Source: an optimization exercise on an open RTL-to-GDS flow (aim: small area, a short achievable clock period and few clock cycles). Production flows keep margins and buffers that such runs may drop. Only simulation tests tie the RTL to the original design; equivalence was not proved. No activity file was given, so power comes from the tool's default toggle rates.

## build 76
==> flow/design.v (excerpt) <==
module fc_layer_top (
	input  logic          clk,
	input  logic          reset_n,
	input  logic          i_run,
	input  fc_pkg::cnt_t  i_num_cnt,
	output logic          o_idle,
	output logic          o_read,
	output logic          o_write,
	output logic          o_done,
	output fc_pkg::addr_t o_mem_addr,
	output logic          o_mem_ce,
	input  fc_pkg::word_t i_node_q,
	input  fc_pkg::word_t i_wgt0_q,
	input  fc_pkg::word_t i_wgt1_q,
	output fc_pkg::acc_t  o_result_0,
	output fc_pkg::acc_t  o_result_1,
	output fc_pkg::acc_t  o_result_2,
	output fc_pkg::acc_t  o_result_3
);
Size: roughly 3500 cells after synthesis, roughly 260 I/O pins, ~0.038 mm^2 of cells after synthesis.
clock: 10.0 ns
lec_check: 0
cap_margin: 20
core_margin: 2
core_utilization: 65
cts_cluster_diameter: 80
cts_cluster_size: 28
setup_slack_margin: 5
slew_margin: 20
synth_hierarchical: 1
standard.sh (not shown) runs the stock make flow with config.mk's settings and CLKGATE_MAP_FILE= SYNTH_SCRIPT=/design/flow/synth_recipe.tcl, a recipe that flattens the netlist after the stock synthesis.
==> flow/flow/run.sh <==
#!/bin/bash
# Standard layout, with timing repair aimed at a shorter period than the clock's,
# and plain buffers (rather than delay cells) on the ports. The clock, the
# constraints and every other step stay as the standard flow's own layout makes them.
set -euo pipefail
bash standard.sh SETUP_SLACK_MARGIN=6.75 "BUFFER_PORTS_ARGS=-buffer_cell sky130_fd_sc_hd__buf_2" finish > standard.log 2>&1
Build 76: all stages complete, timing, DRC and antenna checks passed
Testbench counts of build 76, summed over its fixed seeds: cycles 17,461.
> inputs changed (build 76 -> build 44)
# build 76
export LEC_CHECK = 0
export CAP_MARGIN = 20
export CORE_MARGIN = 2
export CORE_UTILIZATION = 65
export CTS_CLUSTER_DIAMETER = 80
export CTS_CLUSTER_SIZE = 28
export SETUP_SLACK_MARGIN = 5
export SLEW_MARGIN = 20
export SYNTH_HIERARCHICAL = 1
create_clock -name core_clock -period 10.0 [get_ports {clk}]
# build 44
export LEC_CHECK = 0
export CAP_MARGIN = 20
export CORE_MARGIN = 2
export CORE_UTILIZATION = 65
export CTS_CLUSTER_DIAMETER = 70
export CTS_CLUSTER_SIZE = 24
export SETUP_SLACK_MARGIN = 5
export SLEW_MARGIN = 20
export SYNTH_HIERARCHICAL = 1
create_clock -name core_clock -period 10.0 [get_ports {clk}]
-- flow/flow/run.sh --
<<< build 76, line 5
set -euo pipefail
bash standard.sh SETUP_SLACK_MARGIN=6.75 "BUFFER_PORTS_ARGS=-buffer_cell sky130_fd_sc_hd__buf_2" finish > standard.log 2>&1
>>> build 44, line 5
set -euo pipefail
bash standard.sh SETUP_SLACK_MARGIN=6.7 "BUFFER_PORTS_ARGS=-buffer_cell sky130_fd_sc_hd__buf_2" finish > standard.log 2>&1
Compared with build 76, in build 44 global-route total usage across every layer up 0.33 points; post-CTS clock slew at the launch and capture registers of the worst setup and hold paths down 0.02 ns; total routed wire length on the met1 layer down about 0.7%. Looking at build 44 and build 76, the global routing met1 resource utilization is a wash. Compared with build 76, in build 44 total cell area at the placement stage level; total net switching power saw little to no change; combinational fraction of design power moved down. Going from build 76 to build 44, post-synthesis to final-layout area growth shrinks by 0.42 points. On final wirelength, build 44 and build 76 are neck and neck. On cell count, build 44 and build 76 are neck and neck.
Inputs modified between build 44 and build 37:
-- flow/flow/run.sh --
<<< build 44, line 5
set -euo pipefail
bash standard.sh SETUP_SLACK_MARGIN=6.7 "BUFFER_PORTS_ARGS=-buffer_cell sky130_fd_sc_hd__buf_2" finish > standard.log 2>&1
>>> build 37, line 5
set -euo pipefail
bash standard.sh SETUP_SLACK_MARGIN=6.8 "BUFFER_PORTS_ARGS=-buffer_cell sky130_fd_sc_hd__buf_2" finish > standard.log 2>&1
[summary]
No stage failed in build 37, and the final checks on the layout all came back clean.
Between build 44 and build 37, the final clock skew does not differ in any meaningful way.
The sequential share of layout area of build 37 is lower than that of build 44.
Post-layout total power came out higher on build 37 than on build 44.
Going from build 44 to build 37, design area increased by 1.6% relative to the old numbers; non-clock buffer count increased by 25 relative to the old numbers.

## run 1
fc_layer_top, a different RTL version from the one above (not shown whole).
Size: ~3,400 cells after synthesis, roughly 260 I/O pins, roughly 39,000 um^2 of cells after synthesis.
==> flow/config.mk <==
export PLATFORM = sky130hd
export DESIGN_NAME = fc_layer_top
export DESIGN_NICKNAME = fc_layer_top
export VERILOG_FILES = /design/flow/design.v
export SDC_FILE = /design/flow/constraint.sdc
export NUM_CORES = 4
export LEC_CHECK = 0
export CAP_MARGIN = 20
export CORE_MARGIN = 2
export CORE_UTILIZATION = 55
export SETUP_SLACK_MARGIN = 5
export SLEW_MARGIN = 20
export SYNTH_HIERARCHICAL = 1
==> flow/constraint.sdc <==
create_clock -name core_clock -period 10.0 [get_ports {clk}]
set_input_delay 2.0000 -clock core_clock [delete_from_list [all_inputs] [get_ports {clk}]]
set_output_delay 2.0000 -clock core_clock [all_outputs]
set_load 0.01 [all_outputs]
==> flow/flow/run.sh <==
#!/bin/bash
# Standard layout, with timing repair aimed at a shorter period than the clock's,
# and plain buffers (rather than delay cells) on the ports. The clock, the
# constraints and every other step stay as the standard flow's own layout makes them.
set -euo pipefail
bash standard.sh SETUP_SLACK_MARGIN=6.6 "BUFFER_PORTS_ARGS=-buffer_cell sky130_fd_sc_hd__buf_2" finish > standard.log 2>&1
Testbench counts of run 1, summed over its fixed seeds: cycles 17,461.
Input changes introduced in run 2 (baseline for comparison: run 1):
==> flow/flow/run.sh <==
#!/bin/bash
# Standard layout, with timing repair aimed at a shorter period than the clock's,
# and plain buffers (rather than delay cells) on the ports. The clock, the
# constraints and every other step stay as the standard flow's own layout makes them.
set -euo pipefail
bash standard.sh SETUP_SLACK_MARGIN=6.8 "BUFFER_PORTS_ARGS=-buffer_cell sky130_fd_sc_hd__buf_2" finish > standard.log 2>&1
- Run 2 reached the end of the flow, and the finished layout is clean on the timing, DRC and antenna checks.
- From run 1 to run 2 the numbers moved as follows: xor and xnor area share after synthesis held, worst setup slack went up 0.069 ns, summed area of non-filler cells in the final layout went up about 6%.

[separate check: timing with driven ports]
How much do the figures lean on ideal ports? The routed layouts below were timed once more, with nothing changed but the port constraints.
Step 1 sets driving cells, clkbuf_16 on the clock port and buf_2 on the other inputs (assumed; they add their load-dependent delay and slew).
Step 2 moves the port delays by t, midway between the first and last clock arrival at a register: inputs arrive t later, outputs are due t later. That takes back most of the time a late clock gives input paths.
a / b / c = ideal ports / drivers / drivers and shift; a / b = the first two.
run	t (ns)	slack for setup (ns)	latest minus earliest clock arrival (ns)
build 76	0.672	6.723 / 6.662 / 6.256	0.021 / 0.022
build 44	0.635	6.741 / 6.681 / 6.245	0.029 / 0.030
build 37	0.637	6.776 / 6.715 / 6.332	0.031 / 0.031
run 1	0.697	6.651 / 6.601 / 6.637	0.026 / 0.026
run 2	0.698	6.720 / 6.654 / 6.668	0.028 / 0.028
After both steps every run listed still meets setup and hold. For build 44, which loses most, drivers alone change the setup slack by -0.060 ns; drivers and shift together by -0.496 ns. The worst setup slack also covers recovery checks on asynchronous resets.
